What follows belongs to an exercise in optimizing a design on an open flow for small area, a short achievable clock period and few clock cycles; a production flow would make more cautious choices. At most, simulation tests tie the RTL to the original design; equivalence was not proved. No functional check of the RTL was part of run 1. No driver is modelled on the clock port, so clocking that relies on it looks cheaper here than on a real chip. Power figures rest on the tool's default switching activity, not on a simulated workload.

==> flow/design.v, too long to show whole: its modules and the start of the top module <==
// module mac_sat_21: 915 lines
// module csa_fa: 10 lines
// module csa_ha: 9 lines
// module rescale_sat: 580 lines
// module w21_col_mac_seq: 56 lines
module w21_col_mac_seq (
    input  logic                    clk,
    input  logic                    rst,
    input  logic                    start,
    output logic [ADDR_W-1:0]       adrs_clm,
    input  logic signed [D_W-1:0]   w_in,
    input  logic signed [D_W-1:0]   x_in,
    output logic                    busy,
    output logic                    done,
    output logic signed [D_W-1:0]   result
);
  // ...
==> flow/flow/run.sh <==
#!/bin/bash
set -euo pipefail
MARGIN=$(cat flow/margin.txt)
bash standard.sh "SETUP_SLACK_MARGIN=${MARGIN}" \
  "BUFFER_PORTS_ARGS=-buffer_cell sky130_fd_sc_hd__buf_1" finish > flow_make.log 2>&1
test -s out/final.def
==> flow/flow/margin.txt <==
5.4
==> flow/standard.sh <==
#!/bin/bash
# synth_recipe.tcl (not shown) runs the flow's synth.tcl, then flattens the netlist and writes it again
# the make line also repeats each setting of config.mk as NAME=value (left out here)
make -C /OpenROAD-flow-scripts/flow DESIGN_CONFIG=/design/flow/config.mk WORK_HOME=/design/flow/orfs CLKGATE_MAP_FILE= SYNTH_SCRIPT=/design/flow/synth_recipe.tcl "${@:-finish}"
==> flow/config.mk <==
export PLATFORM = sky130hd
export DESIGN_NAME = w21_col_mac_seq
export DESIGN_NICKNAME = w21_col_mac_seq
export VERILOG_FILES = /design/flow/design.v
export SDC_FILE = /design/flow/constraint.sdc
export NUM_CORES = 4
export LEC_CHECK = 0
export ABC_CLOCK_PERIOD_IN_PS = 3000
export CAP_MARGIN = 20
export CORE_MARGIN = 2
export CORE_UTILIZATION = 40
export SLEW_MARGIN = 20
export SYNTH_HIERARCHICAL = 1
==> flow/constraint.sdc <==
create_clock -name core_clock -period 9.0 [get_ports {clk}]
set_input_delay 1.8000 -clock core_clock [delete_from_list [all_inputs] [get_ports {clk}]]
set_output_delay 1.8000 -clock core_clock [all_outputs]
set_load 0.01 [all_outputs]
==> results.cfg, run 1 <==
[worst_setup_path]
arrival_ns = 3.88
cpPeakStageDelay_ns = 0.60
cp_cell_sequence = a22oi_1 -> xnor2_1 -> fa_1 -> fa_1 -> fa_1 -> fa_1 -> fa_1

[cts]
post_cts_resized = 49
htreeDepth = 4
insertion_delay_ns = 0.46

[finish]
largest_register = u_mac.acc_a
layout.nets = 1868
nFlopsAndLatches = 158
layout_commonest_cell = xnor2_1
sh_seq_area_pct = 18.7
largest_class = multi-input combinational cells
design_area_mm2 = 0.0178

[place]
dp_hpwl_mm = 32.0

[grt]
grt_remaining_overflow = 0

[floorplan]
core-area_mm2 = 0.0399

[detailed_routing]
top_layer = met5
firstDrtPassIters = 6

[sta]
rsz0062_at_grt = true
setup_violations = 0
period_needed_ns = 3.54

[synth]
yosys_warnings = 8

[power_and_ir_drop]
switching_share_pct = 46.4
internal_power_uw = 3970

[outcome]
run_status = finished clean
==> module w21_col_mac_seq, before the edit <==
module w21_col_mac_seq (
    input  logic                    clk,
    input  logic                    rst,
    input  logic                    start,
    output logic [ADDR_W-1:0]       adrs_clm,
    input  logic signed [D_W-1:0]   w_in,
    input  logic signed [D_W-1:0]   x_in,
    output logic                    busy,
    output logic                    done,
    output logic signed [D_W-1:0]   result
);
    localparam logic [ADDR_W-1:0] LAST_ADDR = ADDR_W'(N_IN - 1);
    logic [ADDR_W-1:0] addr;
    logic              run;       
    logic              first;     
    logic              last;      
    logic              fin;       
    logic              accept;
    assign accept   = start && !busy;
    assign busy     = run || last || fin;
    assign adrs_clm = addr;
    always_ff @(posedge clk or posedge rst) begin
        if (rst) begin
            addr  <= '0;
            run   <= 1'b0;
            first <= 1'b0;
            last  <= 1'b0;
            fin   <= 1'b0;
            done  <= 1'b0;
        end else begin
            first <= accept;
            last  <= run && (addr == LAST_ADDR);
            fin   <= last;
            done  <= fin;
            if (accept) begin
                run  <= 1'b1;
                addr <= ADDR_W'(1);
            end else if (run) begin
                if (addr == LAST_ADDR) begin
                    run  <= 1'b0;
                    addr <= '0;
                end else begin
                    addr <= addr + 1'b1;
                end
            end
        end
    end
    mac_sat_21 u_mac (
        .clk    (clk),
        .first  (first),
        .fin    (fin),
        .w_in   (w_in),
        .x_in   (x_in),
        .result (result)
    );
endmodule
==> run 2: changes to the inputs <==
--- a/flow/design.v
+++ b/flow/design.v
@@ -7,17 +7,16 @@
     localparam int NDIG   = (D_W + 1) / 2;    
     localparam logic signed [D_W-1:0] SAT_MAX = {1'b0, {(D_W-1){1'b1}}};
     localparam logic signed [D_W-1:0] SAT_MIN = {1'b1, {(D_W-1){1'b0}}};
 endpackage
 import w21_col_mac_seq_pkg::*;
 module mac_sat_21 (
     input  logic                  clk,
     input  logic                  first,      
-    input  logic                  fin,        
     input  logic signed [D_W-1:0] w_in,
     input  logic signed [D_W-1:0] x_in,
     output logic signed [D_W-1:0] result      
 );
     localparam int TREE_W = 42;
     localparam logic [ACC_W-TREE_W-1:0] K_UP = 8'd56;
     logic signed [D_W-1:0] w_q;
     logic [NDIG-1:0] one_q, two_q, neg_q;
@@ -909,24 +908,24 @@
     assign nxt_b[39] = c510;
     assign nxt_a[40] = s519;
     assign nxt_b[40] = c516;
     assign nxt_a[41] = c520;
     assign nxt_b[41] = s523;
     assign up_in = first ? K_UP : acc_a[ACC_W-1:TREE_W];
     assign nxt_a[ACC_W-1:TREE_W] = up_in + 8'(c522) + 8'(c524);
     rescale_sat u_rs (.a(acc_a), .b(acc_b), .res(res_d));
-    assign result = w_q;
     always_ff @(posedge clk) begin
-        w_q   <= fin ? res_d : w_in;
+        w_q   <= w_in;
         one_q <= one_d;
         two_q <= two_d;
         neg_q <= neg_d;
         acc_a <= nxt_a;
         acc_b <= nxt_b;
+        result <= res_d;
     end
 endmodule
 module csa_fa (
     input  logic a,
     input  logic b,
     input  logic c,
     output logic s,
     output logic co
@@ -1569,14 +1568,13 @@
                     addr <= addr + 1'b1;
                 end
             end
         end
     end
     mac_sat_21 u_mac (
         .clk    (clk),
         .first  (first),
-        .fin    (fin),
         .w_in   (w_in),
         .x_in   (x_in),
         .result (result)
     );
 endmodule
==> flow/flow/run.sh (replaced) <==
#!/bin/bash
# Layout flow: the standard ORFS layout (standard.sh, standard synthesis unchanged) with
#  - the port buffers made with the smallest plain buffer,
#  - after clock-tree synthesis, useful skew for the register-to-register paths through
#    the multiplier tree (flow/early_clock.tcl): the registers that launch the partial
#    products clocked from buffers of their own on the clock port, and the accumulator
#    and result registers from a buffer below their clock-tree leaf.
# Every make step writes its own log under orfs/logs/; make's output goes to flow_make*.log,
# the skew step's to early_clock.log, all in this folder.
set -euo pipefail
MARGIN=$(cat flow/margin.txt)
KNOBS=("SETUP_SLACK_MARGIN=${MARGIN}" "BUFFER_PORTS_ARGS=-buffer_cell sky130_fd_sc_hd__buf_1")
bash standard.sh "${KNOBS[@]}" cts > flow_make_cts.log 2>&1
RES=orfs/results/${FLOW_PLATFORM}/w21_col_mac_seq/base
CTS_ODB=$PWD/$RES/4_cts.odb \
LIB_FILE=${FLOW_HOME}/platforms/${FLOW_PLATFORM}/lib/sky130_fd_sc_hd__tt_025C_1v80.lib \
EARLY_BUFS=$(cat flow/early_bufs.txt) EARLY_CELL=sky130_fd_sc_hd__clkbuf_16 \
LATE_CELL=$(cat flow/late_cell.txt) \
  openroad -no_init -exit flow/early_clock.tcl > early_clock.log 2>&1
touch $RES/4_cts.sdc
bash standard.sh "${KNOBS[@]}" finish > flow_make.log 2>&1
test -s out/final.def
==> flow/flow/early_bufs.txt (new file) <==
3
==> flow/flow/early_clock.tcl (new file) <==
# Useful skew for the register-to-register paths of the MAC, applied after clock-tree
# synthesis:
#  - late: the accumulator and result registers, which capture the products, get a buffer
#    of their own (LATE_CELL) below their clock-tree leaf, one level later.
# The accumulator's own loop is unchanged; paths from the inputs into the early registers
# and from the result registers to the outputs lose time, none gains.
set odb $::env(CTS_ODB)
read_db $odb
read_liberty $::env(LIB_FILE)
set block [ord::get_db_block]
set clknet [[$block findBTerm clk] getNet]

proc regs {pat} {
  set out {}
  foreach inst [[ord::get_db_block] getInsts] {
    if {[regexp $pat [$inst getName]]} { lappend out $inst }
  }
  return $out
}

proc centre {insts} {
  set sx 0; set sy 0
  foreach inst $insts {
    lassign [$inst getLocation] x y
    set sx [expr {$sx + $x}]; set sy [expr {$sy + $y}]
  }
  set n [llength $insts]
  return [list [expr {$sx / $n}] [expr {$sy / $n}]]
}

# a buffer of master on net from, driving the clock pins of insts
set nb 0
proc rehang {from master insts name} {
  set block [ord::get_db_block]
  set buf [odb::dbInst_create $block $master $name]
  set net [odb::dbNet_create $block net_$name]
  $net setSigType CLOCK
  [$buf findITerm A] connect $from
  [$buf findITerm X] connect $net
  foreach inst $insts {
    set it [$inst findITerm CLK]
    $it disconnect
    $it connect $net
  }
  lassign [centre $insts] x y
  $buf setLocation $x $y
  $buf setPlacementStatus PLACED
  puts "$name drives [llength $insts] registers"
}

# simple k-means on register positions
proc kmeans {insts k} {
  set n [llength $insts]
  set cs {}
  set sorted [lsort -command {apply {{a b} {
    expr {[lindex [$a getLocation] 0] - [lindex [$b getLocation] 0]}}}} $insts]
  for {set g 0} {$g < $k} {incr g} {
    lappend cs [centre [lrange $sorted [expr {$g * $n / $k}] [expr {($g + 1) * $n / $k - 1}]]]
  }
  for {set it 0} {$it < 20} {incr it} {
    set groups {}
    for {set g 0} {$g < $k} {incr g} { lappend groups {} }
    foreach inst $insts {
      lassign [$inst getLocation] x y
      set best 0; set bd 1e30
      for {set g 0} {$g < $k} {incr g} {
        lassign [lindex $cs $g] cx cy
        set d [expr {($x - $cx) ** 2 + ($y - $cy) ** 2}]
        if {$d < $bd} { set bd $d; set best $g }
      }
      lset groups $best [concat [lindex $groups $best] [list $inst]]
    }
    set cs {}
    foreach grp $groups {
      if {[llength $grp]} { lappend cs [centre $grp] } else { lappend cs {0 0} }
    }
  }
  return $groups
}

set early [regs {^(u_mac\.(w_q|one_q|two_q|neg_q)\\\[[0-9]+\\\]|first)\$}]
set late [regs {^u_mac\.(acc_a|acc_b|result)\\\[[0-9]+\\\]\$}]
puts "early registers: [llength $early], late registers: [llength $late]"

if {$::env(EARLY_BUFS) > 0} {
  set master [[ord::get_db] findMaster $::env(EARLY_CELL)]
  set g 0
  foreach grp [kmeans $early $::env(EARLY_BUFS)] {
    if {[llength $grp]} { rehang $clknet $master $grp clkbuf_early_$g }
    incr g
  }
}

if {$::env(LATE_CELL) ne "none"} {
  set master [[ord::get_db] findMaster $::env(LATE_CELL)]
  # group the late registers by the clock net they hang on now
  array set bynet {}
  foreach inst $late {
    set net [[$inst findITerm CLK] getNet]
    lappend bynet([$net getName]) $inst
  }
  set g 0
  foreach name [lsort [array names bynet]] {
    rehang [$block findNet $name] $master $bynet($name) clkbuf_late_$g
    incr g
  }
}

# drop clock-tree buffers left without loads
set removed 1
while {$removed} {
  set removed 0
  foreach inst [$block getInsts] {
    if {![string match *clkbuf* [[$inst getMaster] getName]]} continue
    set xo [$inst findITerm X]
    if {$xo eq "NULL" || $xo eq ""} continue
    set net [$xo getNet]
    if {$net eq "NULL" || $net eq ""} continue
    if {[llength [$net getITerms]] == 1 && [llength [$net getBTerms]] == 0} {
      puts "removing [$inst getName]"
      odb::dbInst_destroy $inst
      odb::dbNet_destroy $net
      set removed 1
      break
    }
  }
}
global_connect
detailed_placement
check_placement -verbose
write_db $odb
==> flow/flow/late_cell.txt (new file) <==
sky130_fd_sc_hd__clkbuf_8
==> flow/flow/margin.txt (replaced) <==
5.6
==> results.cfg, run 2 <==
[floorplan]
die-area_mm2 = 0.0426
initial_utilization_pct = 40.4
ios = 77
die_w_um = 207
die_h_um = 207
core-area_mm2 = 0.0406
row_count = 74

[finish]
diodes = 0
final_util_pct = 45.1
layout_commonest_cell = xnor2_1
area_growth_syn_to_layout_pct = 11.6
num-fill-cells = 3774
mostFrequentLayoutCells = 250 x xnor2_1, 249 x fa_1, 200 x a22oi_1, 128 x dfxtp_1, 77 x nor2b_1
largest_reg_flops = 50
reg_top3 = u_mac.acc_a (50), u_mac.acc_b (41)
layout.nets = 1890
drive_above_1_share_pct = 11.2
largest_register = u_mac.acc_a

[sta]
period_share_pct = 36.3
whs_ns = 0.256
slew_viol_final = 0
fin_setup_tns_ns = 0
setup_violations = 0
skew_ns = 0.451
fmax_ghz = 0.306
period_needed_ns = 3.27
hold_violations = 0
max_slew_margin_pct = 61.3
rsz0062_at_grt = false
worst_pin_slew_ns = 0.576

[detailed_routing]
post_drt_wl_per_cell_um = 22.2
antenna_left = 0
drtIter0Drc = 979
dr_total_vias = 11520
drcViolationCount = 0
viasPerCell = 5.56
wirelength_mm = 46.0
firstDrtPassIters = 8

[power_and_ir_drop]
leakage_uw = 0.00696
p_clk_share_pct = 12.8
pwr-share-comb_pct = 67.4
switching_share_pct = 44.6
p_sw_uw = 3350
design_power_total_uw = 7520
power_frac_seq_pct = 19.9
internal_power_uw = 4170
p_per_area_mw_per_mm2 = 411
vdd_drop_max_v = 0.000210

[grt]
grt_pass1_wl_mm = 72.0
antenna_found_initial = 0
grt_max_degree = 25
grt_remaining_overflow = 0
grt_use_total_pct = 22.6
grt_pass1_vias = 12420

[synth]
postSynthCellCount = 1505
synth_area_per_cell_um2 = 10.9
yosys_warnings = 8
syn_area_mm2 = 0.0164
syn-num-nets = 1867

[cts]
clockBufferDepth = 2
insertion_delay_ns = 0.59
cts_root_buffer = clkbuf_16
clock-sinks = 179
htreeDepth = 4
cts_tree = yes
cts_buffers = 17
cts_hold_buf = 0
clk_pin_slew_worst_paths_ns = 0.09

[worst_setup_path]
reg2reg_to = u_mac.result[6]
criticalPathCategory = reg -> out
crit_start = run
cp_cell_sequence = or3_1 -> buf_1
arrival_ns = 1.47
regToRegStartpoint = u_mac.acc_a[3]
cpPeakStageDelay_ns = 0.49
critPathLaunchType = flip-flop
slowest_stage = dfrtp_1
cp-end-kind = output port
cp_max_fo = 10
ff2ff_path_depth = 10
cp_data_required_time_ns = 7.20
ff2ff_setup_slack_ns = 5.89

[flow_run]
maxCapViolations = 0

[outcome]
run_status = finished clean

[worst_hold_path]
hold_class = reg -> reg
min-delay-start = u_mac.one_q[3]
holdPathEnd = u_mac.acc_a[6]
hold_depth = 2

[place]
port_buffers = 76
dp_hpwl_mm = 31.0
gp_congestion = 0.836
run 2: cell count changes in the layout (fill, tap and decap cells not counted), moves of 2 or more:
cell       delta
buf_6         +6
buf_8         -2
bufbuf_16     +2
clkbuf_8     +12
clkinv_2      +2
clkinv_4      -3
dfxtp_1       +8
dfxtp_4      +13
diode_2       -3
inv_6         +3
mux2_2       -21
o21ai_0       -8
o21ai_1       +8
run 2: critical path: cells and delay by family (launching register included):
kind                   cells  cell delay, ns
buffers and inverters      1            0.13
DFF                        1            0.49
and+or+nand+nor            1            0.39
run 2: final cells by class:
| type | instances | area, um2 | area share, % |
|---|---|---|---|
| tap | 532 | 666 | 3.64 |
| sequential | 179 | 3800 | 20.7 |
| timing repair buffer | 121 | 807 | 4.41 |
| multi-input combinational | 1152 | 12100 | 66.0 |
| inverter | 41 | 154 | 0.840 |
| clock inverter | 15 | 138 | 0.752 |
| buffer | 17 | 268 | 1.46 |
| clock buffer | 16 | 400 | 2.19 |
run 2: per-stage QoR:
step           setup slack, ns  instances  cell area, um2
2_1_floorplan             5.63       1505           16400
3_3_place_gp              4.89       1998           16900
3_5_place_dp              4.83       1998           16900
4_1_cts                   5.57       2057           18100
5_1_grt                   5.65       2073           18300
6_report                  5.73       2073           18300
run 2: power by group through the flow:
| stage | clock network, uW | logic, uW | registers (uW) |
|---|---|---|---|
| after global routing | 1030 | 5890 | 1520 |
| after global placement | 0 | 4860 | 1520 |
| final | 960 | 5070 | 1490 |
| after detailed placement | 0 | 5090 | 1520 |
| after CTS | 762 | 5180 | 1490 |
| after floorplan | 0 | 3920 | 1360 |
run 2: metal layers:
| layer | global-route usage, % | vias to the layer above | wire length (um) |
|---|---|---|---|
| met5 | 0 | - | 0 |
| met4 | 8.90 | 0 | 1330 |
| met3 | 5.90 | 88 | 3740 |
| met2 | 35.6 | 495 | 21600 |
| met1 | 29.8 | 5809 | 19400 |
| li1 | - | 5128 | - |
run 2: worst max path at each step:
stage                 endpoint  slack [ns]  depth (start not counted)
2_1_floorplan  u_mac.acc_b[21]        5.63                          8
3_3_place_gp   u_mac.acc_b[27]        4.89                          7
3_5_place_dp   u_mac.acc_b[28]        4.83                          7
4_1_cts        u_mac.acc_b[19]        5.57                          8
5_1_grt                   busy        5.65                          2
6_report                  busy        5.73                          2
run 2: what timing repair did:
action,in CTS,in global routing
setup endpoints to repair,87,7
endpoints found under the hold margin,0,0
buffers inserted,24,0
resized for setup,110,1
pin swaps,6,1
cloned,3,0
Testbench counts of run 2, summed over its fixed seeds: cycles 14,504.
==> run 3: changes to the inputs <==
==> flow/flow/late_cell.txt (replaced) <==
none
==> flow/flow/margin.txt (replaced) <==
5.7
==> results.cfg, run 3 <==
[worst_setup_path]
cp_data_required_time_ns = 7.20
critPathLaunchType = flip-flop
reg2reg_to = u_mac.acc_b[28]
slowest_stage = dfrtp_2
crit_buf_inv = 1
regToRegStartpoint = first
cpPeakStageDelay_ns = 0.48
arrival_ns = 1.43
cp_top_family = flip-flops
ff2ff_path_depth = 7
cp-end-kind = output port
cp_max_fo = 10
cp_cell_sequence = or3_1 -> buf_1
criticalPathCategory = reg -> out
ff2ff_setup_slack_ns = 5.81

[place]
port_buffers = 76
placed_cell_area_mm2 = 0.0169
gp_congestion = 0.848
dp_hpwl_mm = 30.7

[sta]
skew_ns = 0.329
hold_violations = 0
max_slew_margin_pct = 61.2
setup_violations = 0
fmax_ghz = 0.310
period_needed_ns = 3.23
period_share_pct = 35.8
worst_pin_slew_ns = 0.579
fin_setup_tns_ns = 0
rsz0062_at_grt = true
whs_ns = 0.426
slew_viol_final = 0

[detailed_routing]
antenna_left = 0
wirelength_mm = 47.1
dr_total_vias = 11824
drcViolationCount = 0
drtIter0Drc = 1081
viasPerCell = 5.67
post_drt_wl_per_cell_um = 22.6
firstDrtPassIters = 6

[flow_run]
maxCapViolations = 0

[grt]
grt_pass1_vias = 12200
busiest_layer = met2
grt_pass1_wl_mm = 72.7
antenna_found_initial = 0
gr-usage-met2_pct = 36.3
grt_use_total_pct = 23.0
grt_remaining_overflow = 0
met1_usage_pct = 30.3
grt_use_met3_pct = 6.32
grt_max_degree = 29

[finish]
layout.nets = 1901
mostFrequentLayoutCells = 247 x xnor2_1, 216 x fa_1, 195 x a22oi_1, 128 x dfxtp_1, 76 x buf_1
diodes = 0
area_growth_syn_to_layout_pct = 13.5
final_util_pct = 45.8
largest_register = u_mac.acc_a
reg_top3 = u_mac.acc_a (50), u_mac.acc_b (41)
seqCellArea_mm2 = 0.00380
design_area_mm2 = 0.0186
largest_reg_flops = 50
num-fill-cells = 3675
layout_commonest_cell = xnor2_1
multi_input_area_mm2 = 0.0123
drive_above_1_share_pct = 15.3

[cts]
cts_hold_buf = 0
clock-sinks = 179
cts_root_buffer = clkbuf_16
cts_tree = yes
cts_buffers = 17
insertion_delay_ns = 0.46
clockBufferDepth = 2
htreeDepth = 4
clk_pin_slew_worst_paths_ns = 0.09

[outcome]
run_status = finished clean

[synth]
synth_area_per_cell_um2 = 10.9
yosys_warnings = 8
syn-num-nets = 1867
syn_area_mm2 = 0.0164
postSynthCellCount = 1505

[floorplan]
die_w_um = 207
row_count = 74
die-area_mm2 = 0.0426
ios = 77
core-area_mm2 = 0.0406
initial_utilization_pct = 40.4
die_h_um = 207

[power_and_ir_drop]
leakage_uw = 0.00703
vdd_drop_max_v = 0.000193
p_per_area_mw_per_mm2 = 402

[worst_hold_path]
hold_depth = 3
hold_class = reg -> reg
holdPathEnd = u_mac.acc_a[6]
min-delay-start = u_mac.one_q[3]
[run 3: stage by stage]
stage	std cells	setup WS [ns]	power [uW]
global route	2084	5.70	8440
global placement	1997	4.90	6390
CTS	2082	5.53	7600
detailed placement	1997	4.83	6590
finish	2084	5.77	7480
floorplan	1505	5.68	5290
[run 3: timing repair]
item | in CTS | in global routing
cloned | 2 | 0
setup buffers | 51 | 0
endpoints found under the setup margin | 92 | 2
gates resized for setup | 184 | 0
pin swaps | 37 | 1
[run 3: routing by layer]
| metal | share of wire [%] | vias to the layer above |
|---|---|---|
| li1 | - | 5152 |
| met1 | 41 | 5993 |
| met2 | 47 | 551 |
| met3 | 8.8 | 128 |
| met4 | 3.5 | 0 |
| met5 | 0 | - |
[run 3: worst reg2reg max path, stage by stage (launching register included)]
cell	delay [ns]
dfrtp_4	0.58
buf_16	0.17
or2_1	0.25
fa_2	0.39
fa_2	0.58
fa_2	0.44
fa_2	0.54
fa_1	0.42
[run 3: power by group]
part	internal (uW)	switching (uW)	total, uW
registers	1210	269	1480
logic	2500	2690	5180
clock network	439	383	822
[run 3: layout make-up]
class	count	share of cell area (%)
well taps	532	3.58
clock inverters	15	0.982
flip-flops and latches	179	20.4
multi-input cells	1152	65.9
plain buffers	3	0.403
inverters	41	0.827
clock buffers	16	2.15
repair buffers	146	5.73
[run 3: worst max-delay path by stage]
stage	start	endpoint	slack (ns)	cells past startpoint
finish	run	busy	5.77	2
global placement	first	u_mac.acc_b[24]	4.90	7
detailed placement	first	u_mac.acc_b[25]	4.83	7
floorplan	u_mac.w_q[12]	u_mac.acc_b[21]	5.68	8
global route	u_mac.acc_b[9]	u_mac.result[20]	5.70	10
CTS	first	u_mac.acc_b[28]	5.53	7
==> run 4: changes to the inputs <==
==> flow/flow/margin.txt (replaced) <==
5.5
--- a/flow/config.mk
+++ b/flow/config.mk
@@ -8,6 +8,6 @@
 export ABC_CLOCK_PERIOD_IN_PS = 3000
 export CAP_MARGIN = 20
 export CORE_MARGIN = 2
-export CORE_UTILIZATION = 40
+export CORE_UTILIZATION = 55
 export SLEW_MARGIN = 20
 export SYNTH_HIERARCHICAL = 1
==> results.cfg, run 4 <==
[sta]
slew_viol_final = 0
max_slew_margin_pct = 61.1
hold_violations = 0
worst_pin_slew_ns = 0.580
period_needed_ns = 3.33
period_share_pct = 37.0
fin_setup_tns_ns = 0
skew_ns = 0.353
rsz0062_at_grt = false
fmax_ghz = 0.300
setup_violations = 0

[cts]
cts_hold_buf = 0
clk_pin_slew_worst_paths_ns = 0.08
clock-sinks = 179
cts_root_buffer = clkbuf_16
cts_tree = yes
cts_buffers = 17
insertion_delay_ns = 0.46
clockBufferDepth = 2
htreeDepth = 4

[worst_setup_path]
cp_max_fo = 20
regToRegStartpoint = u_mac.acc_a[9]
cp_data_required_time_ns = 9.36
cp-end-kind = flip-flop
arrival_ns = 3.69
ff2ff_setup_slack_ns = 5.67
critPathLaunchType = flip-flop
ff2ff_path_depth = 10
criticalPathCategory = reg -> reg
reg2reg_to = u_mac.result[20]

[synth]
syn-num-nets = 1867
synth_area_per_cell_um2 = 10.9
yosys_warnings = 8
postSynthCellCount = 1505
syn_area_mm2 = 0.0164

[power_and_ir_drop]
vdd_drop_max_v = 0.000264
leakage_uw = 0.00675
power_frac_seq_pct = 20.4
internal_power_uw = 4080
p_per_area_mw_per_mm2 = 419
p_clk_share_pct = 11.4
p_sw_uw = 3350
switching_share_pct = 45.1
pwr-share-comb_pct = 68.3

[place]
port_buffers = 76
gp_congestion = 0.829
placed_cell_area_mm2 = 0.0168
dp_hpwl_mm = 30.3

[detailed_routing]
firstDrtPassIters = 6
wirelength_mm = 44.3
antenna_left = 0
drtIter0Drc = 915
viasPerCell = 6.02
drcViolationCount = 0
dr_total_vias = 11432
post_drt_wl_per_cell_um = 23.3

[worst_hold_path]
holdPathEnd = u_mac.acc_a[6]
hold_depth = 2
hold_class = reg -> reg
min-delay-start = u_mac.one_q[3]

[grt]
grt_remaining_overflow = 0
grt_use_total_pct = 30.1
antenna_found_initial = 0
grt_pass1_wl_mm = 70.4
grt_pass1_vias = 12127
grt_max_degree = 32

[floorplan]
die-area_mm2 = 0.0312
initial_utilization_pct = 55.6
core-area_mm2 = 0.0295
die_h_um = 177
ios = 77
row_count = 63
die_w_um = 177

[finish]
largest_register = u_mac.acc_a
area_growth_syn_to_layout_pct = 7.96
mostFrequentLayoutCells = 253 x fa_1, 250 x xnor2_1, 200 x a22oi_1, 132 x dfxtp_1, 84 x nor2b_1
reg_top3 = u_mac.acc_a (50), u_mac.acc_b (41)
diodes = 0
num-fill-cells = 2479
layout_commonest_cell = fa_1
drive_above_1_share_pct = 8.34
largest_reg_flops = 50
design_area_mm2 = 0.0177
layout.nets = 1859

[outcome]
run_status = finished clean

[flow_run]
maxCapViolations = 0
[run 4: changes by cell type in the layout (fill, tap and decap cells not counted), sizes merged]
cell / change
clkinvlp: -2
buf: -44
inv: +1
bufbuf: +1
clkbuf: +1
clkinv: +1
[run 4: worst max path at each step]
stage,startpoint,end
floorplan,u_mac.neg_q[1],u_mac.acc_b[21]
global placement,first,u_mac.acc_b[26]
detailed placement,first,u_mac.acc_b[23]
CTS,first,u_mac.acc_b[28]
global route,u_mac.acc_a[9],u_mac.result[7]
finish,u_mac.acc_a[9],u_mac.result[20]
[run 4: worst max-delay path: stages (launching register included)]
cell	delay (ns)
dfxtp_1	0.32
ha_1	0.34
nand4_2	0.18
o22ai_1	0.36
nor2_2	0.12
o31ai_4	0.43
nand3_2	0.26
a21o_1	0.26
a211oi_2	0.41
nand3_4	0.35
o21a_1	0.20
[run 4: what timing repair did]
action                     CTS  global route
setup endpoints to repair   79             0
buffers inserted             5             0
resized for setup           72             0
[run 4: per-layer routing]
metal / wire (um) / vias up / part of all wire, % / GRT usage (%)
met4: 1060 / 0 / 2.4 / 10.0
li1: - / 5058 / - / -
met2: 21300 / 480 / 48 / 47.9
met3: 3220 / 76 / 7.3 / 6.62
met5: 0 / - / 0 / 0
met1: 18700 / 5818 / 42 / 41.0
[run 4: layout make-up]
cell class	instances	area [um2]	share of cell area [%]
Clock inverter	15	184	1.04
Timing Repair Buffer	103	557	3.14
Sequential cell	179	3780	21.3
Tap cell	390	488	2.76
Clock buffer	17	425	2.40
Inverter	41	154	0.869
Multi-Input combinational cell	1152	12000	68.0
Buffer	3	75.1	0.424
[run 4: through the flow]
step           utilization [%]  worst slack, ns  hold WS [ns]  power, uW  cells
2_1_floorplan                -             5.63         0.420       5280   1505
3_3_place_gp              56.9             4.86         0.433       6440   1859
3_5_place_dp              56.9             4.80         0.440       6640   1859
4_1_cts                   59.8             5.50         0.454       7460   1897
5_1_grt                   60.1             5.56         0.431       8330   1900
6_report                  60.1             5.67         0.403       7430   1900
[run 4: power groups by stage]
stage	sequential (uW)	clock (uW)	combinational [uW]
4_1_cts	1510	798	5150
2_1_floorplan	1360	0	3920
5_1_grt	1540	896	5890
3_3_place_gp	1530	0	4910
3_5_place_dp	1520	0	5120
6_report	1510	844	5070
==> run 5: changes to the inputs <==
==> flow/flow/margin.txt (replaced) <==
5.4
--- a/flow/config.mk
+++ b/flow/config.mk
@@ -8,6 +8,6 @@
 export ABC_CLOCK_PERIOD_IN_PS = 3000
 export CAP_MARGIN = 20
 export CORE_MARGIN = 2
-export CORE_UTILIZATION = 55
+export CORE_UTILIZATION = 40
 export SLEW_MARGIN = 20
 export SYNTH_HIERARCHICAL = 1
==> results.cfg, run 5 <==
[sta]
fmax_ghz = 0.295
rsz0062_at_grt = false
hold_violations = 0
setup_slack_ns = 5.61
setup_violations = 0
skew_ns = 0.319
slew_viol_final = 0
period_share_pct = 37.6
period_needed_ns = 3.39
fin_setup_tns_ns = 0
max_slew_margin_pct = 56.0
worst_pin_slew_ns = 0.660

[worst_setup_path]
cp-end-kind = flip-flop
arrival_ns = 3.73
crit_buf_inv = 0
ff2ff_path_depth = 7
cp.depth = 7
cp_cell_sequence = a22oi_1 -> xnor2_1 -> fa_1 -> fa_1 -> fa_1 -> fa_1 -> fa_1
cp-endpoint = u_mac.acc_b[16]
cp_data_required_time_ns = 9.34
critPathLaunchType = flip-flop
crit_start = u_mac.w_q[14]
ff2ff_setup_slack_ns = 5.61
reg2reg_to = u_mac.acc_b[16]
criticalPathCategory = reg -> reg
path_common_cell = fa_1
cp_top_family = adder cells
cp_max_fo = 21
cpPeakStageDelay_ns = 0.71
slowest_stage = dfxtp_2
regToRegStartpoint = u_mac.w_q[14]

[detailed_routing]
drtIter0Drc = 978
firstDrtPassIters = 6
wirelength_mm = 43.6
dr_total_vias = 11286
post_drt_wl_per_cell_um = 21.4
antenna_left = 0
drcViolationCount = 0
viasPerCell = 5.54

[outcome]
run_status = finished clean

[cts]
cts_hold_buf = 0
htreeDepth = 4
insertion_delay_ns = 0.45
cts_root_buffer = clkbuf_16
clockBufferDepth = 2
cts_buffers = 17
clk_pin_slew_worst_paths_ns = 0.09
cts_tree = yes
clock-sinks = 179

[place]
dp_hpwl_mm = 31.0
gp_congestion = 0.836
dpl_worst_slack_ns = 4.83
port_buffers = 76

[floorplan]
core-area_mm2 = 0.0406
die_w_um = 207
row_count = 74
initial_utilization_pct = 40.4
die-area_mm2 = 0.0426
die_h_um = 207
ios = 77

[flow_run]
maxCapViolations = 0

[power_and_ir_drop]
p_per_area_mw_per_mm2 = 413
pwr-share-comb_pct = 68.6
internal_power_uw = 4000
power_frac_seq_pct = 20.7
vdd_drop_max_v = 0.000209
p_clk_share_pct = 10.7
p_sw_uw = 3290
switching_share_pct = 45.2
leakage_uw = 0.00667

[finish]
area_growth_syn_to_layout_pct = 7.73
reg_top3 = u_mac.acc_a (50), u_mac.acc_b (41)
diodes = 0
drive_above_1_share_pct = 8.18
layout_commonest_cell = fa_1
largest_register = u_mac.acc_a
mostFrequentLayoutCells = 253 x fa_1, 250 x xnor2_1, 200 x a22oi_1, 129 x dfxtp_1, 84 x nor2b_1
largest_reg_flops = 50
layout.nets = 1853

[synth]
yosys_warnings = 8
postSynthCellCount = 1505
syn_area_mm2 = 0.0164
synth_area_per_cell_um2 = 10.9
syn-num-nets = 1867

[worst_hold_path]
min-delay-start = u_mac.one_q[3]
hold_class = reg -> reg

[grt]
grt_max_degree = 49
grt_remaining_overflow = 0
grt_pass1_wl_mm = 68.8
grt_pass1_vias = 11989
antenna_found_initial = 0
grt_use_total_pct = 21.5
[run 5: cell types whose count changed in the layout (fill, tap and decap cells not counted), sizes merged]
cell / previous run / this run
inv: 50 / 51
buf: 102 / 98
clkbuf: 20 / 19
bufbuf: 1 / 0
clkinv: 5 / 4
clkinvlp: 0 / 1
bufinv: 1 / 0
[run 5: final cells by class]
class	instances	area (um2)
Sequential cell	179	3720
Timing Repair Buffer	98	469
Clock inverter	15	138
Fill cell	3817	23000
Tap cell	532	666
Inverter	41	154
Buffer	3	75.1
Multi-Input combinational cell	1152	12000
Clock buffer	16	400
[run 5: worst min-delay path by stage]
stage | endpoint | slack (ns) | cells past startpoint
6_report | u_mac.acc_a[6] | 0.42 | 2
5_1_grt | u_mac.acc_a[6] | 0.44 | 2
4_1_cts | done | 0.45 | 0
3_5_place_dp | done | 0.44 | 0
3_3_place_gp | done | 0.43 | 0
2_1_floorplan | done | 0.42 | 0
[run 5: power groups by stage]
stage	combinational (uW)	sequential [uW]	clock, uW
after CTS	5120	1510	763
after floorplan	3920	1360	0
after detailed placement	5090	1520	0
after global routing	5830	1540	843
final	5000	1510	784
after global placement	4860	1520	0
[run 5: tightest hold or removal path: stages (launching register included)]
cell and delay [ns]:
dfxtp_2 0.48, nand2_1 0.14, xnor2_1 0.06
[run 5: what timing repair did]
| action | in CTS | in global routing |
|---|---|---|
| setup endpoints to repair | 69 | 11 |
| setup buffers | 4 | 0 |
| gates cloned | 0 | 0 |
| gates resized for setup | 48 | 1 |
[run 5: metal layers]
metal / wire [um] / up-vias / GRT usage, %
met4: 1040 / 0 / 7.22
met5: 0 / - / 0
met1: 18800 / 5722 / 28.7
li1: - / 5044 / -
met2: 20800 / 451 / 34.6
met3: 2940 / 69 / 4.59
[run 5: through the flow]
| stage | hold WS, ns | power [uW] | util, % | instances | instance area (um2) |
|---|---|---|---|---|---|
| after floorplan | 0.420 | 5280 | - | 1505 | 16400 |
| after global placement | 0.430 | 6380 | 41.7 | 1998 | 16900 |
| after detailed placement | 0.437 | 6610 | 41.7 | 1998 | 16900 |
| after CTS | 0.454 | 7390 | 43.3 | 2034 | 17600 |
| after global routing | 0.444 | 8210 | 43.5 | 2036 | 17700 |
| final | 0.425 | 7290 | 43.5 | 2036 | 17700 |
==> run 6: changes to the inputs <==
==> flow/flow/margin.txt (replaced) <==
5.6
==> results.cfg, run 6 <==
[detailed_routing]
drtIter0Drc = 1042
firstDrtPassIters = 6
dr_total_vias = 11469
drcViolationCount = 0
antenna_left = 0
wirelength_mm = 45.7
post_drt_wl_per_cell_um = 22.2
viasPerCell = 5.57

[worst_setup_path]
cp_data_required_time_ns = 7.20
reg2reg_to = u_mac.acc_b[24]
cp-end-kind = output port
arrival_ns = 1.47
critPathLaunchType = flip-flop
slowest_stage = dfrtp_1
cpPeakStageDelay_ns = 0.49
cp_max_fo = 10
cp_cell_sequence = or3_1 -> buf_1
ff2ff_setup_slack_ns = 5.85
criticalPathCategory = reg -> out
regToRegStartpoint = u_mac.w_q[14]
ff2ff_path_depth = 7

[sta]
slew_viol_final = 0
setup_slack_ns = 5.73
fmax_ghz = 0.306
whs_ns = 0.382
hold_violations = 0
rsz0062_at_grt = false
period_share_pct = 36.4
setup_violations = 0
skew_ns = 0.317
period_needed_ns = 3.27
fin_setup_tns_ns = 0
worst_pin_slew_ns = 0.581
max_slew_margin_pct = 61.0

[finish]
diodes = 0
largest_reg_flops = 50
layout_commonest_cell = xnor2_1
layout.nets = 1876
drive_above_1_share_pct = 10.3
reg_top3 = u_mac.acc_a (50), u_mac.acc_b (41)
largest_register = u_mac.acc_a
area_growth_syn_to_layout_pct = 10.5
final_cells = 2059
mostFrequentLayoutCells = 250 x xnor2_1, 249 x fa_1, 200 x a22oi_1, 128 x dfxtp_1, 77 x nor2b_1

[grt]
grt_pass1_vias = 12238
grt_use_total_pct = 22.5
antenna_found_initial = 0
grt_pass1_wl_mm = 71.6
grt_max_degree = 25
grt_remaining_overflow = 0

[floorplan]
ios = 77
die-area_mm2 = 0.0426
row_count = 74
initial_utilization_pct = 40.4
die_w_um = 207
die_h_um = 207
core-area_mm2 = 0.0406

[place]
dpl_worst_slack_ns = 4.83
port_buffers = 76
dp_hpwl_mm = 31.0
gp_congestion = 0.836
dp.cells = 1998

[cts]
cts_hold_buf = 0
insertion_delay_ns = 0.46
clockBufferDepth = 2
cts_buffers = 17
clock-sinks = 179
cts_root_buffer = clkbuf_16
clk_pin_slew_worst_paths_ns = 0.09
htreeDepth = 4
cts_tree = yes

[synth]
syn_area_mm2 = 0.0164
postSynthCellCount = 1505
syn-num-nets = 1867
yosys_warnings = 8
synth_area_per_cell_um2 = 10.9

[outcome]
run_status = finished clean

[worst_hold_path]
holdPathEnd = u_mac.acc_a[6]
min-delay-start = u_mac.one_q[3]
hold_depth = 2
hold_class = reg -> reg

[flow_run]
maxCapViolations = 0

[power_and_ir_drop]
vdd_drop_max_v = 0.000210
p_per_area_mw_per_mm2 = 406
design_power_total_uw = 7350
leakage_uw = 0.00686
## run 6: cell types whose count changed in the layout (fill, tap and decap cells not counted), sizes merged
| cell | delta |
|---|---|
| buf | +20 |
| bufbuf | +3 |
## run 6: final cells by class
class	count	area, um2
inverter	41	154
fill	3788	22500
tap	532	666
clock inverter	15	138
timing repair buffer	121	807
clock buffer	16	400
sequential	179	3800
multi-input combinational	1152	12100
buffer	3	75.1
## run 6: repair_timing
| item | CTS | global route |
|---|---|---|
| resized for setup | 110 | 1 |
| gates cloned | 3 | 0 |
| hold endpoints to repair | 0 | 0 |
| buffers inserted | 24 | 0 |
| endpoints found under the setup margin | 87 | 10 |
| pin swaps | 6 | 1 |
## run 6: how the worst max path moves through the flow
stage | from | endpoint | slack, ns | depth (start not counted)
2_1_floorplan | u_mac.neg_q[1] | u_mac.acc_b[21] | 5.63 | 8
3_3_place_gp | first | u_mac.acc_b[27] | 4.89 | 7
5_1_grt | run | busy | 5.65 | 2
3_5_place_dp | first | u_mac.acc_b[28] | 4.83 | 7
6_report | run | busy | 5.73 | 2
4_1_cts | u_mac.one_q[0] | u_mac.acc_b[19] | 5.57 | 8
## run 6: metal layers
layer | GRT usage [%] | share of wire (%) | vias to the layer above
met4 | 7.91 | 2.7 | 0
met1 | 29.8 | 42 | 5818
met3 | 5.55 | 8.0 | 75
li1 | - | - | 5093
met5 | 0 | 0 | -
met2 | 35.9 | 47 | 483
## run 6: through the flow
step | utilization, % | cell area, um2
after floorplan | - | 16400
after global placement | 41.7 | 16900
after detailed placement | 41.7 | 16900
after CTS | 44.4 | 18100
after global routing | 44.6 | 18100
final | 44.6 | 18100
## run 6: power breakdown
group          internal (uW)  switching, uW
Combinational           2420           2650
Sequential              1210            284
Clock                    406            379
## run 6: critical path: cells and delay by family (launching register included)
family	cells	cell delay, ns
flops	1	0.49
buf+inv	1	0.13
simple gates	1	0.39
==> run 7: changes to the inputs <==
==> flow/flow/margin.txt (replaced) <==
5.5
--- a/flow/config.mk
+++ b/flow/config.mk
@@ -9,5 +9,7 @@
 export CAP_MARGIN = 20
 export CORE_MARGIN = 2
 export CORE_UTILIZATION = 40
+export CTS_CLUSTER_DIAMETER = 100
+export CTS_CLUSTER_SIZE = 30
 export SLEW_MARGIN = 20
 export SYNTH_HIERARCHICAL = 1
==> results.cfg, run 7 <==
[finish]
final_util_pct = 43.7
num-fill-cells = 3798
mostFrequentLayoutCells = 252 x fa_1, 250 x xnor2_1, 200 x a22oi_1, 129 x dfxtp_1, 84 x nor2b_1
diodes = 0
multi_input_area_mm2 = 0.0121
layout_commonest_cell = fa_1
layout.nets = 1854
largest_register = u_mac.acc_a
reg_top3 = u_mac.acc_a (50), u_mac.acc_b (41)
drive_above_1_share_pct = 8.31
area_growth_syn_to_layout_pct = 8.25
largest_reg_flops = 50
final_cells = 2037
seqCellArea_mm2 = 0.00379

[synth]
synth_area_per_cell_um2 = 10.9
postSynthCellCount = 1505
yosys_warnings = 8
syn_area_mm2 = 0.0164
syn-num-nets = 1867

[detailed_routing]
viasPerCell = 5.52
firstDrtPassIters = 6
wirelength_mm = 43.9
dr_total_vias = 11245
drtIter0Drc = 974
post_drt_wl_per_cell_um = 21.5
antenna_left = 0
drcViolationCount = 0

[worst_setup_path]
cp-end-kind = output port
cp_data_required_time_ns = 7.20
criticalPathCategory = reg -> out
cp_max_fo = 10
critPathLaunchType = flip-flop
arrival_ns = 1.47

[sta]
period_needed_ns = 3.27
fmax_ghz = 0.306
worst_pin_slew_ns = 0.587
slew_viol_final = 0
hold_violations = 0
rsz0062_at_grt = false
skew_ns = 0.316
setup_violations = 0
max_slew_margin_pct = 60.9
period_share_pct = 36.3
fin_setup_tns_ns = 0

[power_and_ir_drop]
vdd_drop_max_v = 0.000206
p_sw_uw = 3290
p_clk_share_pct = 10.7
p_per_area_mw_per_mm2 = 411
pwr-share-comb_pct = 68.6
switching_share_pct = 45.2
leakage_uw = 0.00668
power_frac_seq_pct = 20.6
internal_power_uw = 4000

[floorplan]
ios = 77
die-area_mm2 = 0.0426
core-area_mm2 = 0.0406
die_h_um = 207
row_count = 74
initial_utilization_pct = 40.4
die_w_um = 207

[place]
gp_congestion = 0.836
dp_hpwl_mm = 31.0
dp.cells = 1998
port_buffers = 76

[cts]
clock-sinks = 179
htreeDepth = 4
clk_pin_slew_worst_paths_ns = 0.09
cts_tree = yes
clockBufferDepth = 2
cts_buffers = 17
insertion_delay_ns = 0.45
cts_root_buffer = clkbuf_16

[grt]
grt_remaining_overflow = 0
grt_pass1_wl_mm = 68.9
antenna_found_initial = 0
grt_use_total_pct = 21.6
grt_pass1_vias = 12041
grt_max_degree = 49

[worst_hold_path]
hold_class = reg -> reg

[outcome]
run_status = finished clean

[flow_run]
maxCapViolations = 0
==> run 7: cell count changes in the layout (fill, tap and decap cells not counted), sizes merged <==
cell and delta:
buf -19, bufbuf -3
==> run 7: critical path: stages, from the launching register on <==
cell and delay (ns):
dfrtp_1 0.49, or3_1 0.39, buf_1 0.13
==> run 7: metal layers <==
metal  up-vias  GRT usage [%]  share of wire [%]
li1       5046              -                  -
met1      5665           28.6                 43
met2       462           34.5                 48
met3        72           4.86                7.2
met4         0           7.91                2.6
met5         -              0                  0
==> run 7: final cells by class <==
class / count / share of cell area (%)
Tap cell: 532 / 3.75
Buffer: 3 / 0.423
Timing Repair Buffer: 99 / 2.73
Inverter: 41 / 0.867
Multi-Input combinational cell: 1152 / 67.9
Clock buffer: 16 / 2.25
Sequential cell: 179 / 21.3
Clock inverter: 15 / 0.775
==> run 7: power groups by stage <==
| stage | sequential [uW] | combinational (uW) | clock, uW |
|---|---|---|---|
| after floorplan | 1360 | 3920 | 0 |
| after global placement | 1520 | 4860 | 0 |
| after detailed placement | 1520 | 5090 | 0 |
| after CTS | 1500 | 5130 | 762 |
| after global routing | 1540 | 5830 | 844 |
| final | 1510 | 5000 | 783 |
==> run 7: final timing paths <==
| check | startpoint | endpoint | slack (ns) | cells past startpoint |
|---|---|---|---|---|
| setup / recovery | run | busy | 5.73 | 2 |
| hold / removal | u_mac.one_q[3] | u_mac.acc_a[6] | 0.38 | 2 |
| setup reg to reg | u_mac.one_q[9] | u_mac.acc_b[28] | 5.74 | 7 |
| hold reg to reg | u_mac.one_q[3] | u_mac.acc_a[6] | 0.38 | 2 |
| max in group asynchronous | rst | first | 6.90 | 2 |
| min in group asynchronous | rst | addr[8] | 1.37 | 2 |
==> run 7: repair_timing <==
| item | 4_1_cts | 5_1_grt |
|---|---|---|
| pin swaps | 1 | 0 |
| setup endpoints to repair | 78 | 20 |
| endpoints found under the hold margin | 0 | 0 |
| buffers inserted | 5 | 0 |
| hold buffers | 0 | 0 |
| resized for setup | 77 | 1 |
==> run 7: through the flow <==
step	hold slack [ns]	cell area, um2	setup WS (ns)	total power (uW)
after CTS	0.454	17700	5.46	7390
final	0.379	17800	5.73	7290
after global placement	0.430	16900	4.89	6380
after global routing	0.399	17800	5.52	8220
after floorplan	0.420	16400	5.63	5280
after detailed placement	0.437	16900	4.83	6610
==> run 8: changes to the inputs <==
--- a/flow/config.mk
+++ b/flow/config.mk
@@ -8,8 +8,6 @@
 export ABC_CLOCK_PERIOD_IN_PS = 3000
 export CAP_MARGIN = 20
 export CORE_MARGIN = 2
-export CORE_UTILIZATION = 40
-export CTS_CLUSTER_DIAMETER = 100
-export CTS_CLUSTER_SIZE = 30
+export CORE_UTILIZATION = 45
 export SLEW_MARGIN = 20
 export SYNTH_HIERARCHICAL = 1
==> results.cfg, run 8 <==
[outcome]
run_status = finished clean

[floorplan]
die-area_mm2 = 0.0380
initial_utilization_pct = 45.9
die_h_um = 195
core-area_mm2 = 0.0357
ios = 77
row_count = 69
die_w_um = 195

[worst_hold_path]
hold_class = reg -> reg
min-delay-start = u_mac.one_q[3]

[cts]
cts_hold_buf = 0
cts_tree = yes
htreeDepth = 4
clock-sinks = 179
clk_pin_slew_worst_paths_ns = 0.10
cts_buffers = 17
cts_root_buffer = clkbuf_16
insertion_delay_ns = 0.46
clockBufferDepth = 2

[power_and_ir_drop]
internal_power_uw = 4020
p_clk_share_pct = 11.5
vdd_drop_max_v = 0.000196
switching_share_pct = 45.3
power_frac_seq_pct = 20.5
leakage_uw = 0.00673
p_per_area_mw_per_mm2 = 414
pwr-share-comb_pct = 68.0
p_sw_uw = 3330

[synth]
syn-num-nets = 1867
yosys_warnings = 8
postSynthCellCount = 1505
synth_area_per_cell_um2 = 10.9
syn_area_mm2 = 0.0164

[worst_setup_path]
cpPeakStageDelay_ns = 0.50
cp_top_family = flip-flops
cp_max_fo = 10
crit_start = run
cp_data_required_time_ns = 7.20
crit_buf_inv = 1
cp-end-kind = output port
cp_cell_sequence = or3_1 -> buf_1
slowest_stage = dfrtp_1
arrival_ns = 1.49
criticalPathCategory = reg -> out
regToRegStartpoint = u_mac.w_q[17]
critPathLaunchType = flip-flop

[detailed_routing]
antenna_left = 0
post_drt_wl_per_cell_um = 21.9
drcViolationCount = 0
wirelength_mm = 43.0
firstDrtPassIters = 6
viasPerCell = 5.71
drtIter0Drc = 998
dr_total_vias = 11235

[grt]
grt_max_degree = 30
grt_pass1_vias = 11961
grt_use_total_pct = 23.6
grt_remaining_overflow = 0
grt_pass1_wl_mm = 68.8
antenna_found_initial = 1

[finish]
drive_above_1_share_pct = 8.43
largest_register = u_mac.acc_a
multi_input_area_mm2 = 0.0121
mostFrequentLayoutCells = 252 x fa_1, 250 x xnor2_1, 200 x a22oi_1, 128 x dfxtp_1, 84 x nor2b_1
reg_top3 = u_mac.acc_a (50), u_mac.acc_b (41)
largest_reg_flops = 50
num-fill-cells = 3306
layout.nets = 1855
diodes = 0
seqCellArea_mm2 = 0.00379
layout_commonest_cell = fa_1
area_growth_syn_to_layout_pct = 8.42

[sta]
setup_violations = 0
period_share_pct = 36.6
worst_pin_slew_ns = 0.592
period_needed_ns = 3.29
fmax_ghz = 0.304
fin_setup_tns_ns = 0
skew_ns = 0.330
rsz0062_at_grt = false
max_slew_margin_pct = 60.3
hold_violations = 0
whs_ns = 0.404
slew_viol_final = 0

[place]
dp_hpwl_mm = 30.6
port_buffers = 76
gp_congestion = 0.831

[flow_run]
maxCapViolations = 0
## run 8: path summary, 6_finish.rpt
| path | end | slack [ns] | depth (start not counted) |
|---|---|---|---|
| worst max-delay path | busy | 5.71 | 2 |
| worst min-delay path | u_mac.acc_a[6] | 0.40 | 2 |
| worst max register to register | u_mac.acc_b[19] | 5.73 | 7 |
| worst min register to register | u_mac.acc_a[6] | 0.40 | 2 |
| max in group asynchronous | first | 6.90 | 2 |
| min in group asynchronous | addr[7] | 1.35 | 2 |
## run 8: per-layer routing
metal	global-route usage, %	part of all wire, %	vias up
met2	37.4	48	431
li1	-	-	5046
met5	0	0.037	-
met4	7.01	2.0	2
met1	32.8	44	5702
met3	5.01	6.6	54
## run 8: area by class of cell
cell class | instances | area share [%]
Sequential cell | 179 | 21.3
Inverter | 41 | 0.865
Tap cell | 461 | 3.24
Multi-Input combinational cell | 1152 | 67.8
Buffer | 3 | 0.422
Clock buffer | 17 | 2.39
Timing Repair Buffer | 99 | 3.03
Clock inverter | 15 | 0.999
## run 8: what timing repair did
item	CTS	global route
endpoints found under the hold margin	0	0
endpoints found under the setup margin	77	8
gates resized for setup	79	1
gates cloned	2	0
buffers inserted	3	0
## run 8: power groups by stage
stage          clock, uW  sequential [uW]  combinational, uW
3_3_place_gp           0             1520               4850
6_report             846             1500               5000
5_1_grt              902             1540               5830
3_5_place_dp           0             1510               5070
2_1_floorplan          0             1360               3920
4_1_cts              800             1500               5120
## run 8: worst register-to-register path, stage by stage (launching register included)
cell	delay, ns
dfxtp_4	0.54
a22oi_1	0.18
xnor2_1	0.39
fa_1	0.53
fa_1	0.42
fa_1	0.46
fa_1	0.53
fa_1	0.40
## run 8: metrics by stage
step	power [uW]	area [um2]	utilization, %	setup slack (ns)	instances
after global placement	6370	16800	47.1	4.88	1927
final	7350	17800	49.8	5.71	1967
after CTS	7420	17700	49.5	5.50	1964
after detailed placement	6590	16800	47.1	4.83	1927
after floorplan	5280	16400	-	5.63	1505
after global routing	8270	17800	49.8	5.59	1967
==> run 9: changes to the inputs <==
--- a/flow/config.mk
+++ b/flow/config.mk
@@ -8,6 +8,6 @@
 export ABC_CLOCK_PERIOD_IN_PS = 3000
 export CAP_MARGIN = 20
 export CORE_MARGIN = 2
-export CORE_UTILIZATION = 45
+export CORE_UTILIZATION = 40
 export SLEW_MARGIN = 20
 export SYNTH_HIERARCHICAL = 1
==> results.cfg, run 9 <==
[outcome]
run_status = finished clean

[worst_setup_path]
ff2ff_path_depth = 7
cp_max_fo = 10
ff2ff_setup_slack_ns = 5.74
arrival_ns = 1.47
reg2reg_to = u_mac.acc_b[28]
regToRegStartpoint = u_mac.one_q[9]
critPathLaunchType = flip-flop
cp-end-kind = output port
criticalPathCategory = reg -> out
cp_data_required_time_ns = 7.20

[power_and_ir_drop]
switching_share_pct = 45.2
p_clk_share_pct = 10.7
internal_power_uw = 4000
vdd_drop_max_v = 0.000206
leakage_uw = 0.00668
power_frac_seq_pct = 20.6
p_sw_uw = 3290
pwr-share-comb_pct = 68.6
p_per_area_mw_per_mm2 = 411

[cts]
cts_hold_buf = 0
cts_buffers = 17
cts_tree = yes
htreeDepth = 4
clock-sinks = 179
clockBufferDepth = 2
cts_root_buffer = clkbuf_16
clk_pin_slew_worst_paths_ns = 0.09
insertion_delay_ns = 0.45

[sta]
max_slew_margin_pct = 60.9
fin_setup_tns_ns = 0
skew_ns = 0.316
period_share_pct = 36.3
worst_pin_slew_ns = 0.587
setup_violations = 0
whs_ns = 0.379
period_needed_ns = 3.27
fmax_ghz = 0.306
slew_viol_final = 0
hold_violations = 0
rsz0062_at_grt = false

[detailed_routing]
dr_total_vias = 11245
viasPerCell = 5.52
post_drt_wl_per_cell_um = 21.5
drcViolationCount = 0
wirelength_mm = 43.9
drtIter0Drc = 974
firstDrtPassIters = 6
antenna_left = 0

[grt]
grt_max_degree = 49
grt_pass1_wl_mm = 68.9
antenna_found_initial = 0
grt_use_total_pct = 21.6
grt_remaining_overflow = 0
grt_pass1_vias = 12041

[finish]
layout_commonest_cell = fa_1
final_util_pct = 43.7
reg_top3 = u_mac.acc_a (50), u_mac.acc_b (41)
largest_reg_flops = 50
largest_register = u_mac.acc_a
area_growth_syn_to_layout_pct = 8.25
drive_above_1_share_pct = 8.31
mostFrequentLayoutCells = 252 x fa_1, 250 x xnor2_1, 200 x a22oi_1, 129 x dfxtp_1, 84 x nor2b_1
num-fill-cells = 3798
layout.nets = 1854
diodes = 0

[place]
dp_hpwl_mm = 31.0
gp_congestion = 0.836
port_buffers = 76

[floorplan]
row_count = 74
initial_utilization_pct = 40.4
die_w_um = 207
die_h_um = 207
die-area_mm2 = 0.0426
ios = 77
core-area_mm2 = 0.0406

[synth]
postSynthCellCount = 1505
yosys_warnings = 8
syn_area_mm2 = 0.0164
syn-num-nets = 1867
synth_area_per_cell_um2 = 10.9

[worst_hold_path]
holdPathEnd = u_mac.acc_a[6]
hold_class = reg -> reg
min-delay-start = u_mac.one_q[3]
hold_depth = 2

[flow_run]
maxCapViolations = 0
## run 9: worst max-delay path: stages, from the launching register on
cell and delay, ns:
dfrtp_1 0.49, or3_1 0.39, buf_1 0.13
## run 9: how the worst max path moves through the flow
| stage | endpoint | start | slack [ns] | cells after the start |
|---|---|---|---|---|
| 6_report | busy | run | 5.73 | 2 |
| 5_1_grt | u_mac.result[20] | u_mac.acc_a[3] | 5.52 | 10 |
| 4_1_cts | u_mac.acc_b[28] | u_mac.one_q[9] | 5.46 | 7 |
| 3_5_place_dp | u_mac.acc_b[28] | first | 4.83 | 7 |
| 3_3_place_gp | u_mac.acc_b[27] | first | 4.89 | 7 |
| 2_1_floorplan | u_mac.acc_b[21] | u_mac.neg_q[1] | 5.63 | 8 |
## run 9: timing repair
item                                    4_1_cts  5_1_grt
gates resized for setup                      77        1
endpoints found under the setup margin       78       20
setup buffers                                 5        0
pin swaps                                     1        0
## run 9: power groups by stage
stage / clock, uW / combinational (uW) / sequential, uW
floorplan: 0 / 3920 / 1360
global placement: 0 / 4860 / 1520
detailed placement: 0 / 5090 / 1520
CTS: 762 / 5130 / 1500
global route: 844 / 5830 / 1540
finish: 783 / 5000 / 1510
## run 9: cell type report
cell class	count	area, um2	area share, %
buffer	3	75.1	0.423
multi-input combinational	1152	12100	67.9
sequential	179	3790	21.3
clock inverter	15	138	0.775
clock buffer	16	400	2.25
tap	532	666	3.75
inverter	41	154	0.867
timing repair buffer	99	485	2.73
## run 9: per-layer routing
metal,share of wire (%),GRT usage [%],vias up,routed length (um)
li1,-,-,5046,-
met1,43,28.6,5665,18700
met2,48,34.5,462,20900
met3,7.2,4.86,72,3170
met4,2.6,7.91,0,1140
met5,0,0,-,0
## run 9: stage by stage
step / cell area [um2] / cells / setup WS (ns) / power (uW)
finish: 17800 / 2037 / 5.73 / 7290
global route: 17800 / 2037 / 5.52 / 8220
CTS: 17700 / 2035 / 5.46 / 7390
detailed placement: 16900 / 1998 / 4.83 / 6610
global placement: 16900 / 1998 / 4.89 / 6380
floorplan: 16400 / 1505 / 5.63 / 5280
==> run 10: changes to the inputs <==
--- a/flow/config.mk
+++ b/flow/config.mk
@@ -6,8 +6,8 @@
 export NUM_CORES = 4
 export LEC_CHECK = 0
 export ABC_CLOCK_PERIOD_IN_PS = 3000
-export CAP_MARGIN = 20
+export CAP_MARGIN = 5
 export CORE_MARGIN = 2
 export CORE_UTILIZATION = 40
-export SLEW_MARGIN = 20
+export SLEW_MARGIN = 5
 export SYNTH_HIERARCHICAL = 1
==> results.cfg, run 10 <==
[detailed_routing]
drcViolationCount = 0
antenna_left = 0
post_drt_wl_per_cell_um = 21.5
dr_total_vias = 11245
firstDrtPassIters = 6
viasPerCell = 5.52
drtIter0Drc = 974
wirelength_mm = 43.9

[power_and_ir_drop]
pwr-share-comb_pct = 68.6
design_power_total_uw = 7290
switching_share_pct = 45.2
p_sw_uw = 3290
p_per_area_mw_per_mm2 = 411
power_frac_seq_pct = 20.6
leakage_uw = 0.00668
vdd_drop_max_v = 0.000206
p_clk_share_pct = 10.7
internal_power_uw = 4000

[sta]
rsz0062_at_grt = false
fin_setup_tns_ns = 0
worst_pin_slew_ns = 0.587
setup_violations = 0
slew_viol_final = 0
fmax_ghz = 0.306
hold_violations = 0
skew_ns = 0.316
period_share_pct = 36.3
whs_ns = 0.379
period_needed_ns = 3.27
max_slew_margin_pct = 60.9

[flow_run]
maxCapViolations = 0

[grt]
gr-usage-met2_pct = 34.5
grt_remaining_overflow = 0
grt_use_met3_pct = 4.86
antenna_found_initial = 0
busiest_layer = met2
met1_usage_pct = 28.6
grt_max_degree = 49
grt_use_total_pct = 21.6
grt_pass1_wl_mm = 68.9
grt_pass1_vias = 12041

[finish]
drive_above_1_share_pct = 8.31
area_growth_syn_to_layout_pct = 8.25
layout_commonest_cell = fa_1
largest_register = u_mac.acc_a
reg_top3 = u_mac.acc_a (50), u_mac.acc_b (41)
diodes = 0
layout.nets = 1854
mostFrequentLayoutCells = 252 x fa_1, 250 x xnor2_1, 200 x a22oi_1, 129 x dfxtp_1, 84 x nor2b_1
final_cells = 2037
num-fill-cells = 3798
largest_reg_flops = 50

[worst_setup_path]
reg2reg_to = u_mac.acc_b[28]
cp_data_required_time_ns = 7.20
cp-end-kind = output port
cpPeakStageDelay_ns = 0.49
cp_max_fo = 10
criticalPathCategory = reg -> out
cp_cell_sequence = or3_1 -> buf_1
slowest_stage = dfrtp_1
arrival_ns = 1.47
cp_top_family = flip-flops
crit_buf_inv = 1
ff2ff_setup_slack_ns = 5.74
ff2ff_path_depth = 7
critPathLaunchType = flip-flop
regToRegStartpoint = u_mac.one_q[9]

[synth]
postSynthCellCount = 1505
syn_area_mm2 = 0.0164
syn-num-nets = 1867
synth_area_per_cell_um2 = 10.9
yosys_warnings = 8

[place]
dp.cells = 1998
port_buffers = 76
dp_hpwl_mm = 31.0
gp_congestion = 0.836

[cts]
cts_tree = yes
clockBufferDepth = 2
cts_root_buffer = clkbuf_16
clk_pin_slew_worst_paths_ns = 0.09
clock-sinks = 179
cts_buffers = 17
htreeDepth = 4
cts_hold_buf = 0
insertion_delay_ns = 0.45

[floorplan]
die_w_um = 207
die-area_mm2 = 0.0426
initial_utilization_pct = 40.4
core-area_mm2 = 0.0406
ios = 77
die_h_um = 207
row_count = 74

[worst_hold_path]
min-delay-start = u_mac.one_q[3]
hold_class = reg -> reg
holdPathEnd = u_mac.acc_a[6]
hold_depth = 2

[outcome]
run_status = finished clean
-- run 10: worst max path at each step --
| stage | from | endpoint | slack, ns | cells past startpoint |
|---|---|---|---|---|
| global placement | first | u_mac.acc_b[27] | 4.89 | 7 |
| CTS | u_mac.one_q[9] | u_mac.acc_b[28] | 5.46 | 7 |
| global route | u_mac.acc_a[3] | u_mac.result[20] | 5.52 | 10 |
| floorplan | u_mac.neg_q[1] | u_mac.acc_b[21] | 5.63 | 8 |
| detailed placement | first | u_mac.acc_b[28] | 4.83 | 7 |
| finish | run | busy | 5.73 | 2 |
-- run 10: layout make-up --
class	instances	area (um2)	share of cell area, %
multi-input combinational	1152	12100	67.9
sequential	179	3790	21.3
tap	532	666	3.75
timing repair buffer	99	485	2.73
clock buffer	16	400	2.25
inverter	41	154	0.867
clock inverter	15	138	0.775
buffer	3	75.1	0.423
-- run 10: layer usage --
| metal | wire length, um | vias up |
|---|---|---|
| met5 | 0 | - |
| li1 | - | 5046 |
| met2 | 20900 | 462 |
| met3 | 3170 | 72 |
| met1 | 18700 | 5665 |
| met4 | 1140 | 0 |
-- run 10: metrics by stage --
step           cell area (um2)  util (%)  setup slack (ns)
2_1_floorplan            16400         -              5.63
3_3_place_gp             16900      41.7              4.89
3_5_place_dp             16900      41.7              4.83
4_1_cts                  17700      43.5              5.46
5_1_grt                  17800      43.7              5.52
6_report                 17800      43.7              5.73
-- run 10: repair_timing --
item	4_1_cts	5_1_grt
cloned	0	0
pin swaps	1	0
resized for setup	77	1
buffers inserted	5	0
endpoints found under the setup margin	78	20
-- run 10: tightest hold or removal path: stages (launching register included) --
cell,delay [ns]
dfxtp_4,0.45
nand2_1,0.11
xnor2_1,0.06
-- run 10: power groups by stage --
stage                     logic, uW  clock network [uW]  registers [uW]
after CTS                      5130                 762            1500
after floorplan                3920                   0            1360
after global placement         4860                   0            1520
after global routing           5830                 844            1540
after detailed placement       5090                   0            1520
final                          5000                 783            1510

## static timing again, ports no longer ideal
The results above use ideal ports. As a check the final layouts listed here were re-extracted and re-timed, cells and wires unchanged. Step 1 assumes that a clkbuf_16 drives the clock port and a buf_2 every other input. Step 2, shift: input delay + t, output delay - t, t = (earliest + latest rising clock arrival at the registers) / 2. This alone moves slack from input paths to output paths. a / b / c = ideal / step 1 / step 2; a / b = the first two.
run | t, ns | setup slack, ns | worst setup path after step 2 | latest minus earliest clock arrival (ns)
run 1 | 0.504 | 5.458 / 5.458 / 5.458 | register to register | 0.012 / 0.012
run 2 | 0.465 | 5.730 / 5.628 / 5.891 | register to register | 0.452 / 0.451
run 3 | 0.388 | 5.774 / 5.679 / 5.807 | register to register | 0.330 / 0.330
run 4 | 0.386 | 5.670 / 5.633 / 5.670 | register to register | 0.353 / 0.353
run 5 | 0.395 | 5.615 / 5.615 / 5.615 | register to register | 0.319 / 0.319
run 6 | 0.397 | 5.727 / 5.627 / 5.848 | register to register | 0.317 / 0.318
run 7 | 0.392 | 5.730 / 5.633 / 5.739 | register to register | 0.316 / 0.316
run 8 | 0.394 | 5.705 / 5.609 / 5.727 | register to register | 0.331 / 0.330
run 9 | 0.392 | 5.730 / 5.633 / 5.739 | register to register | 0.316 / 0.316
run 10 | 0.392 | 5.730 / 5.633 / 5.739 | register to register | 0.316 / 0.316
In 9 of these runs the clock reaches the registers at very different times; t lies between them, and the last value is a rough guide only.
